What follows belongs to an exercise in optimizing a design on an open flow for small area; a production flow would make more cautious choices. The RTL was checked by simulation tests, not by an equivalence proof against the original design. Power and IR drop assume default switching activity.

==> inputs of run a <==
Design rv_core_de, start of the top module:
module rv_core_de (
    input  logic        clk_i,
    input  logic        rst_n_i,
    input  logic [31:0] instr_i,
    input  logic [31:0] pc_i,
    input  logic        instr_valid_i,
    output logic        redirect_o,
    output logic [31:0] redirect_pc_o,
    output logic        wb_en_o,
    output logic [4:0]  wb_rd_o,
    output logic [31:0] wb_data_o
);
==> module rv_alu, before the edit <==
module rv_alu (
    input  logic        is_op_i,
    input  logic        is_opimm_i,
    input  logic        is_jal_i,
    input  logic        is_jalr_i,
    input  logic        is_br_i,
    input  logic [2:0]  f3_i,
    input  logic        alt_i,
    input  logic [31:0] op_a_i,
    input  logic [31:0] op_b_i,
    input  logic [31:0] imm_tgt_i,
    input  logic [31:0] pc_i,
    output logic [31:0] res_o,
    output logic        redirect_o,
    output logic [31:0] tgt_o
);
    logic alu_f3, sub;
    assign alu_f3 = is_op_i | is_opimm_i;
    assign sub    = is_br_i | (alu_f3 & (f3_i[2:1] == 2'b01)) |
                    (is_op_i & (f3_i == 3'b000) & alt_i);
    logic s_sum, s_sll, s_sll_n, s_srl, s_slt, s_sltu, s_xor, s_or, s_and, lx, ly;
    assign s_sum   = (!alu_f3 || (f3_i == 3'b000)) && !is_jalr_i;
    assign s_sll   = alu_f3 && (f3_i == 3'b001);
    assign s_sll_n = !s_sll;
    assign s_slt   = alu_f3 && (f3_i == 3'b010);
    assign s_sltu  = alu_f3 && (f3_i == 3'b011);
    assign s_xor   = alu_f3 && (f3_i == 3'b100);
    assign s_srl   = alu_f3 && (f3_i == 3'b101);
    assign s_or    = alu_f3 && (f3_i == 3'b110);
    assign s_and   = alu_f3 && (f3_i == 3'b111);
    assign lx      = s_xor | s_or;    
    assign ly      = s_and | s_or;    
    logic [31:0] bx;
    for (genvar i = 0; i < 32; i++) begin : g_bx
        xor2 u_x (.a(op_b_i[i]), .b(sub), .y(bx[i]));
    end
    logic [31:0] sum, p, g;
    logic        cout;
    cla32 #(.FAST(1'b1)) u_add (.a_i(op_a_i), .b_i(bx), .c_i(sub), .s_o(sum), .p_o(p), .g_o(g),
                                .c_o(cout));
    logic [31:0] pt, tp, tg;
    logic        tc;
    cla32 #(.FAST(1'b0)) u_pc (.a_i(pc_i), .b_i(imm_tgt_i), .c_i(1'b0), .s_o(pt), .p_o(tp),
                               .g_o(tg), .c_o(tc));
    logic        fill, b4, b4_n, fill4;
    logic [31:0] sh_in, s1, s2, s3;
    logic [46:0] s1x;
    logic [43:0] s2x;
    assign fill  = s_sll_n & alt_i & op_a_i[31];
    assign b4    = op_b_i[4];
    assign b4_n  = ~op_b_i[4];
    assign fill4 = fill & op_b_i[4];
    for (genvar i = 0; i < 32; i++) begin : g_rev
        ao22 u_m (.a1(s_sll_n), .a2(op_a_i[i]), .b1(s_sll), .b2(op_a_i[31-i]), .y(sh_in[i]));
    end
    assign s1x = {{15{fill}}, sh_in};
    for (genvar i = 0; i < 32; i++) begin : g_s1
        mux4 u_m (.s(op_b_i[1:0]), .a0(s1x[i]), .a1(s1x[i+1]), .a2(s1x[i+2]), .a3(s1x[i+3]),
                  .y(s1[i]));
    end
    assign s2x = {{12{fill}}, s1};
    for (genvar i = 0; i < 32; i++) begin : g_s2
        mux4 u_m (.s(op_b_i[3:2]), .a0(s2x[i]), .a1(s2x[i+4]), .a2(s2x[i+8]), .a3(s2x[i+12]),
                  .y(s2[i]));
    end
    for (genvar i = 0; i < 32; i++) begin : g_s3
        if (i < 16) begin : g_lo
            ao22 u_m (.a1(b4_n), .a2(s2[i]), .b1(b4), .b2(s2[i+16]), .y(s3[i]));
        end else begin : g_hi
            ao21 u_m (.a1(b4_n), .a2(s2[i]), .b1(fill4), .y(s3[i]));
        end
    end
    logic eq, sd, lt;
    assign eq = &p;
    assign sd = op_a_i[31] ^ op_b_i[31];
    assign lt = sd ? op_a_i[31] : sum[31];
    for (genvar i = 0; i < 32; i++) begin : g_res
        logic t_n, l_n;
        aoi222 u_t (.a1(s_sum), .a2(sum[i]), .b1(s_sll), .b2(s3[31-i]), .c1(s_srl), .c2(s3[i]),
                    .y(t_n));
        aoi222 u_l (.a1(lx), .a2(p[i]), .b1(ly), .b2(g[i]), .c1(is_jalr_i), .c2(pt[i]),
                    .y(l_n));
        if (i == 0) begin : g_slt
            assign res_o[i] = ~(t_n & l_n) | (s_slt & lt) | (s_sltu & ~cout);
        end else begin : g_plain
            assign res_o[i] = ~(t_n & l_n);
        end
    end
    logic jalr_n;
    assign jalr_n = ~is_jalr_i;
    for (genvar i = 0; i < 32; i++) begin : g_tgt
        if (i == 0) begin : g_b0
            assign tgt_o[i] = jalr_n & pt[i];
        end else begin : g_bn
            ao22 u_m (.a1(is_jalr_i), .a2(sum[i]), .b1(jalr_n), .b2(pt[i]), .y(tgt_o[i]));
        end
    end
    br_cond u_br (
        .jump_i(is_jal_i | is_jalr_i), .is_br_i(is_br_i), .f3_i(f3_i),
        .sd_i(sd), .a31_i(op_a_i[31]), .sum31_i(sum[31]), .cout_i(cout), .eq_i(eq),
        .redirect_o(redirect_o)
    );
endmodule
Settings: LEC_CHECK=0, CAP_MARGIN=20, CORE_MARGIN=2, CORE_UTILIZATION=55, CTS_CLUSTER_DIAMETER=100, CTS_CLUSTER_SIZE=25, SLEW_MARGIN=20, SYNTH_HIERARCHICAL=1; clock period 9.0 ns.
run.sh (not shown) runs the stock make flow with config.mk's settings and CLKGATE_MAP_FILE= SYNTH_SCRIPT=/design/flow/synth_recipe.tcl, a recipe that flattens the netlist after the stock synthesis.
==> run b: changes against run a <==
--- a/flow/design.v
+++ b/flow/design.v
@@ -188,5 +188,6 @@
     cla32 #(.FAST(1'b1)) u_add (.a_i(op_a_i), .b_i(bx), .c_i(sub), .s_o(sum), .p_o(p), .g_o(g),
                                 .c_o(cout));
-    logic [31:0] pt, tp, tg;
+    logic [31:0] pt;
+    logic [31:0] tp, tg;
     logic        tc;
     cla32 #(.FAST(1'b0)) u_pc (.a_i(pc_i), .b_i(imm_tgt_i), .c_i(1'b0), .s_o(pt), .p_o(tp),
@@ -204,12 +205,17 @@
     end
     assign s1x = {{15{fill}}, sh_in};
+    logic [3:0] o1, o2;
+    always_comb begin
+        for (int j = 0; j < 4; j++) begin
+            o1[j] = (op_b_i[1:0] == 2'(j));
+            o2[j] = (op_b_i[3:2] == 2'(j));
+        end
+    end
     for (genvar i = 0; i < 32; i++) begin : g_s1
-        mux4 u_m (.s(op_b_i[1:0]), .a0(s1x[i]), .a1(s1x[i+1]), .a2(s1x[i+2]), .a3(s1x[i+3]),
-                  .y(s1[i]));
+        mux4oh u_m (.s(o1), .d({s1x[i+3], s1x[i+2], s1x[i+1], s1x[i]}), .y(s1[i]));
     end
     assign s2x = {{12{fill}}, s1};
     for (genvar i = 0; i < 32; i++) begin : g_s2
-        mux4 u_m (.s(op_b_i[3:2]), .a0(s2x[i]), .a1(s2x[i+4]), .a2(s2x[i+8]), .a3(s2x[i+12]),
-                  .y(s2[i]));
+        mux4oh u_m (.s(o2), .d({s2x[i+12], s2x[i+8], s2x[i+4], s2x[i]}), .y(s2[i]));
     end
     for (genvar i = 0; i < 32; i++) begin : g_s3
@@ -369,4 +375,42 @@
     assign c_o = c[32];
 endmodule
+module rca32 (
+    input  logic [31:0] a_i,
+    input  logic [31:0] b_i,
+    output logic [31:0] s_o
+);
+    logic [31:0] p, g;
+    logic [32:0] c;
+    assign c[0] = 1'b0;
+    for (genvar i = 0; i < 32; i++) begin : g_bit
+        hadd u_ha (.a(a_i[i]), .b(b_i[i]), .s(p[i]), .c(g[i]));
+        if (i == 0) begin : g_c0
+            assign c[1] = g[0];
+        end else if (i < 31) begin : g_ci
+            ao21 u_c (.a1(p[i]), .a2(c[i]), .b1(g[i]), .y(c[i+1]));
+        end
+        if (i == 0) begin : g_s0
+            assign s_o[0] = p[0];
+        end else begin : g_si
+            xor2 u_x (.a(p[i]), .b(c[i]), .y(s_o[i]));
+        end
+    end
+endmodule
+module mux4oh (
+    input  logic [3:0] s,
+    input  logic [3:0] d,
+    output logic       y
+);
+    logic t_n, u_n;
+    aoi222 u_a (.a1(s[0]), .a2(d[0]), .b1(s[1]), .b2(d[1]), .c1(s[2]), .c2(d[2]), .y(t_n));
+    nand2  u_b (.a(s[3]), .b(d[3]), .y(u_n));
+    nand2  u_c (.a(t_n), .b(u_n), .y(y));
+endmodule
+module nand2 (
+    input  logic a, b,
+    output logic y
+);
+    assign y = ~(a & b);
+endmodule
 module hadd (
     input  logic a, b,
==> flow/flow/run.sh (new file) <==
#!/bin/bash
set -euo pipefail
export BUFFER_PORTS_ARGS="-buffer_cell sky130_fd_sc_hd__buf_1"
export RECOVER_POWER=100
bash standard.sh > standard.log 2>&1
==> flow/standard.sh (new file) <==
#!/bin/bash
# synth_recipe.tcl (not shown) runs the flow's synth.tcl, then flattens the netlist and writes it again
# the make line also repeats each setting of config.mk as NAME=value (left out here)
make -C /OpenROAD-flow-scripts/flow DESIGN_CONFIG=/design/flow/config.mk WORK_HOME=/design/flow/orfs CLKGATE_MAP_FILE= SYNTH_SCRIPT=/design/flow/synth_recipe.tcl "${@:-finish}"
removed: flow/run.sh
==> metrics.md <==
| Metric | Value |
|---|---|
| Status | complete, but fails checks |
| Violated Checks | capacitance limit, slew limit |
| HPWL Detailed | 161000 µm |
| CTS Buf Count | 51 |
| Pin count of the biggest net entering global routing | 67 |
| Total iterations of the first detailed-routing run | 17 |
| Lkg Pwr | 0.0217 µW |
| Final min period | 8550 ps |
| N_diodes | 34 |
| GR Util met1 | 66.1% |
| Flop pwr share | 60.5% |
| FF+latch area | 0.0221 mm² |
| Total internal power | 6120 µW |
| HP Start | rvalid[11]$_DFF_PN0_ |
| Max_cap viols | 64 |
| CP Class | flop to flop |
| Max Slew Vio Count | 2174 |
| First-pass GRT wire length | 339000 µm |
the above is filed under run b

==> metrics.md <==
| Metric | Value |
|---|---|
| FF+latch area | 0.0221 mm² |
| Total internal power | 6170 µW |
| HPWL Detailed | 153000 µm |
| Flop pwr share | 60.3% |
| CP Class | input pin to flop |
| Total iterations of the first detailed-routing run | 13 |
| First-pass GRT wire length | 325000 µm |
| HP Start | rvalid[28]$_DFF_PN0_ |
| GR Util met1 | 66.5% |
| CTS Buf Count | 50 |
| Status | finished clean |
| Pin count of the biggest net entering global routing | 61 |
| Max Slew Vio Count | 0 |
| Final min period | 8250 ps |
the above is filed under run a

-- separate check: timing with driven ports --
The results above use ideal ports. As a check the final layouts listed here were re-extracted and re-timed, cells and wires unchanged.
Step 1 assumes that a clkbuf_16 drives the clock port and a buf_2 every other input.
Step 2 times the ports against the registers' clock, not the clock port: input delays grow and output delays shrink by t, the midpoint of the rising clock arrivals with the driver on.
Three values: ideal ports, drivers, drivers and shift; two values: the first two.
run	t, ns	setup slack, ns	worst register clock-pin slew, ns	worst data-port slew with drivers (ns)
run a	0.761	0.750 / 0.787 / 0.026	0.11 / 0.11	0.06
run b	0.747	0.450 / 0.450 / 0.101	0.11 / 0.11	0.05
The setup slack of run a, which loses most, moves by +0.037 ns with the drivers and by -0.724 ns with both steps.
